This is an optimization exercise on Yosys and OpenROAD, whose aim is small area and a short achievable clock period, not a production implementation.
Only simulation tests tie the RTL to the original design; equivalence was not proved.
Power is estimated from default activity; no workload was simulated.

== the previous run ==
==> flow/design.v <==
module rdma_sched_rx_buf #(
    parameter int unsigned DATA_W = 64,
    parameter int unsigned DEPTH  = 64,
    parameter int unsigned CNT_W  = 16
) (
    input  logic                     clk,
    input  logic                     rst_n,
    input  logic                     rx_valid,
    input  logic [DATA_W-1:0]        rx_data,
    input  logic                     rx_last,
    output logic                     tx_valid,
    input  logic                     tx_ready,
    output logic [DATA_W-1:0]        tx_data,
    output logic                     tx_last,
    output logic [$clog2(DEPTH):0]   pkt_cnt,
    output logic [CNT_W-1:0]         drop_cnt,
    output logic                     drop_pulse
);
    localparam int unsigned AW = $clog2(DEPTH);
    localparam int unsigned PW = AW + 1;
    logic            drop_mode_q;
    logic [AW-1:0]   wr_slot_q, commit_slot_q;
    logic [PW-1:0]   occ_q;         
    logic [PW-1:0]   occc_q;        
    logic [PW-1:0]   pkt_cnt_q;
    logic [CNT_W-1:0] drop_cnt_q;
    logic            drop_pulse_q;
    logic            tx_valid_q;    
    logic            full_q;        
    logic            occ0_q;        
    logic            occ1_q;        
    logic [DEPTH-1:0] rsel_q;       
    logic [DATA_W:0] head_q;        
    logic [DATA_W:0] mem_q [DEPTH];
    logic [DATA_W:0] din;
    logic [DATA_W:0] nxt_word;
    logic            fire, acc, wr_en, drop, pkt_inc, pkt_dec;
    assign din        = {rx_last, rx_data};
    assign tx_valid   = tx_valid_q;
    assign tx_data    = head_q[DATA_W-1:0];
    assign tx_last    = head_q[DATA_W];
    assign pkt_cnt    = pkt_cnt_q;
    assign drop_cnt   = drop_cnt_q;
    assign drop_pulse = drop_pulse_q;
    assign fire    = tx_ready & tx_valid_q;
    assign acc     = rx_valid & ~drop_mode_q;
    assign wr_en   = acc & ~full_q;
    assign drop    = acc & full_q;
    assign pkt_inc = wr_en & rx_last;
    assign pkt_dec = fire & head_q[DATA_W];
    logic [DEPTH-1:0] row_we;
    always_comb begin
        for (int i = 0; i < DEPTH; i++) begin
            row_we[i] = ~full_q && (wr_slot_q == AW'(i));
        end
    end
    for (genvar i = 0; i < DEPTH; i++) begin : g_row
        always_ff @(posedge clk) begin
            if (row_we[i]) begin
                mem_q[i] <= din;
            end
        end
    end
    always_comb begin
        nxt_word = '0;
        for (int i = 0; i < DEPTH; i++) begin
            nxt_word = nxt_word | ({(DATA_W+1){rsel_q[i]}} & mem_q[i]);
        end
    end
    logic            take_din, take_nxt, take_old;
    logic [DATA_W:0] head_d;
    assign take_din = fire ? occ1_q : occ0_q;
    assign take_nxt = fire & ~occ1_q;
    assign take_old = ~fire & ~occ0_q;
    assign head_d   = ({(DATA_W+1){take_din}} & din)
                    | ({(DATA_W+1){take_nxt}} & nxt_word)
                    | ({(DATA_W+1){take_old}} & head_q);
    always_ff @(posedge clk) begin
        head_q <= head_d;
    end
    logic [PW-1:0] occ_inc, occ_dec, occc_dec;
    assign occ_inc  = occ_q + PW'(1);
    assign occ_dec  = occ_q - PW'(1);
    assign occc_dec = occc_q - PW'(1);
    logic o_0, o_1, o_2, o_63, oc_0, oc_1, oc_2, oc_64;
    assign o_0   = occ_q == PW'(0);
    assign o_1   = occ_q == PW'(1);
    assign o_2   = occ_q == PW'(2);
    assign o_63  = occ_q == PW'(DEPTH-1);
    assign oc_0  = occc_q == PW'(0);
    assign oc_1  = occc_q == PW'(1);
    assign oc_2  = occc_q == PW'(2);
    assign oc_64 = occc_q == PW'(DEPTH);
    logic [AW-1:0]   wr_slot_d, commit_slot_d;
    logic [PW-1:0]   occ_d, occc_d, pkt_cnt_d;
    logic [CNT_W-1:0] drop_cnt_d;
    logic            drop_mode_d, tx_valid_d, full_d, occ0_d, occ1_d;
    logic [DEPTH-1:0] rsel_d;
    always_comb begin
        if (wr_en)      wr_slot_d = wr_slot_q + AW'(1);
        else if (drop)  wr_slot_d = commit_slot_q;
        else            wr_slot_d = wr_slot_q;
        commit_slot_d = pkt_inc ? wr_slot_q + AW'(1) : commit_slot_q;
        rsel_d        = fire ? {rsel_q[DEPTH-2:0], rsel_q[DEPTH-1]} : rsel_q;
        if (wr_en) begin
            occ_d  = fire ? occ_q : occ_inc;
            full_d = ~fire & o_63;
            occ0_d = 1'b0;
            occ1_d = fire ? o_1 : o_0;
        end else if (drop) begin
            occ_d  = fire ? occc_dec : occc_q;
            full_d = ~fire & oc_64;
            occ0_d = fire ? oc_1 : oc_0;
            occ1_d = fire ? oc_2 : oc_1;
        end else begin
            occ_d  = fire ? occ_dec : occ_q;
            full_d = ~fire & full_q;
            occ0_d = fire ? o_1 : o_0;
            occ1_d = fire ? o_2 : o_1;
        end
        if (pkt_inc) begin
            occc_d     = fire ? occ_q : occ_inc;
            tx_valid_d = fire ? ~o_0 : (occ_inc != PW'(0));
        end else begin
            occc_d     = fire ? occc_dec : occc_q;
            tx_valid_d = fire ? ~oc_1 : ~oc_0;
        end
        drop_mode_d = drop_mode_q ? ~(rx_valid & rx_last) : (drop & ~rx_last);
        if (pkt_inc & ~pkt_dec)      pkt_cnt_d = pkt_cnt_q + PW'(1);
        else if (pkt_dec & ~pkt_inc) pkt_cnt_d = pkt_cnt_q - PW'(1);
        else                         pkt_cnt_d = pkt_cnt_q;
        drop_cnt_d = (drop && drop_cnt_q != {CNT_W{1'b1}}) ? drop_cnt_q + CNT_W'(1) : drop_cnt_q;
    end
    always_ff @(posedge clk or negedge rst_n) begin
        if (!rst_n) begin
            drop_mode_q   <= 1'b0;
            wr_slot_q     <= '0;
            commit_slot_q <= '0;
            occ_q         <= '0;
            occc_q        <= '0;
            pkt_cnt_q     <= '0;
            drop_cnt_q    <= '0;
            drop_pulse_q  <= 1'b0;
            tx_valid_q    <= 1'b0;
            full_q        <= 1'b0;
            occ0_q        <= 1'b1;
            occ1_q        <= 1'b0;
            rsel_q        <= DEPTH'(2);
        end else begin
            drop_mode_q   <= drop_mode_d;
            wr_slot_q     <= wr_slot_d;
            commit_slot_q <= commit_slot_d;
            occ_q         <= occ_d;
            occc_q        <= occc_d;
            pkt_cnt_q     <= pkt_cnt_d;
            drop_cnt_q    <= drop_cnt_d;
            drop_pulse_q  <= drop;
            tx_valid_q    <= tx_valid_d;
            full_q        <= full_d;
            occ0_q        <= occ0_d;
            occ1_q        <= occ1_d;
            rsel_q        <= rsel_d;
        end
    end
endmodule
Settings: LEC_CHECK=0, ABC_CLOCK_PERIOD_IN_PS=2000, CAP_MARGIN=20, CORE_MARGIN=2, CORE_UTILIZATION=45, CTS_CLUSTER_DIAMETER=200, CTS_CLUSTER_SIZE=22, SETUP_SLACK_MARGIN=2.4, SLEW_MARGIN=20, SYNTH_MEMORY_MAX_BITS=8192; clock period 5.0 ns.
run.sh (not shown) runs the stock make flow with config.mk's settings and CLKGATE_MAP_FILE= SYNTH_SCRIPT=/design/flow/synth_recipe.tcl, a recipe that flattens the netlist after the stock synthesis.
Inputs modified between the previous run and the current run:
-- flow/design.v --
<<< the previous run, line 68
        end
    end
    logic            take_din, take_nxt, take_old;
    logic [DATA_W:0] head_d;
    assign take_din = fire ? occ1_q : occ0_q;
    assign take_nxt = fire & ~occ1_q;
    assign take_old = ~fire & ~occ0_q;
    assign head_d   = ({(DATA_W+1){take_din}} & din)
                    | ({(DATA_W+1){take_nxt}} & nxt_word)
                    | ({(DATA_W+1){take_old}} & head_q);
    always_ff @(posedge clk) begin
        head_q <= head_d;
    end
    logic [PW-1:0] occ_inc, occ_dec, occc_dec;
>>> the current run, line 68
        end
    end
    always_ff @(posedge clk or negedge rst_n) begin
        if (!rst_n) begin
            head_q <= '0;
        end else if (fire) begin
            head_q <= occ1_q ? din : nxt_word;
        end else if (occ0_q) begin
            head_q <= din;
        end
    end
    logic [PW-1:0] occ_inc, occ_dec, occc_dec;
==> summary.txt <==
- Each of the runs, namely the current run and the previous run, reached the end of the flow and came out clean.
- Period utilization: the current run > the previous run
- Achievable clock frequency delta for the current run relative to the previous run: about 1% lower
- Looking at the current run and the previous run, the setup TNS is a wash.
- The count of non-CTS inverters in the layout in the current run sits 2 below the value recorded for the previous run.
- Sort the current run and the previous run by global-route wire length before repair desc -> top: the previous run
- The current run against the previous run: total length of routed met2 wires about even; clock network power share about even; setup slack fell 0.027 ns; routed wire length about even.
- Against the previous run as the reference, the current run delivers a higher via count.
- Summary of the current run over the previous run: final instance count without filler cells picked up an extra 95; total non-filler cell area in the finished layout went down; combinational power now sits higher; actual slew at the worst max-slew pin fell 0.17 ns.
- Looking at endpoint of the most critical setup path, the tx_data[40] result is from the current run; the mem_q[45][35] one comes from the previous run.

## what the ideal ports hide
The results above use ideal ports. As a check the final layouts listed here were re-extracted and re-timed, cells and wires unchanged.
Step 1 assumes that a clkbuf_16 drives the clock port and a buf_2 every other input.
Step 2 adds t to the input delays and takes it off the output delays; t is the mean of the earliest and latest rising clock arrival at the registers after step 1. Input paths then give back, and output paths get back, about the clock's delay inside the block.
a / b / c = no drivers / after step 1 / after step 2; a / b = the first two.
| run | t (ns) | slack for setup (ns) | worst setup path after step 2 | worst data-port slew with drivers (ns) |
|---|---|---|---|---|
| the previous run | 1.097 | 2.232 / 2.180 / 1.480 | input to register | 0.33 |
| the current run | 1.094 | 2.205 / 2.089 / 1.409 | input to register | 0.42 |
After both steps setup and hold are still met in every run listed. For the current run, which loses most, drivers alone change the setup slack by -0.116 ns; drivers and shift together by -0.796 ns.
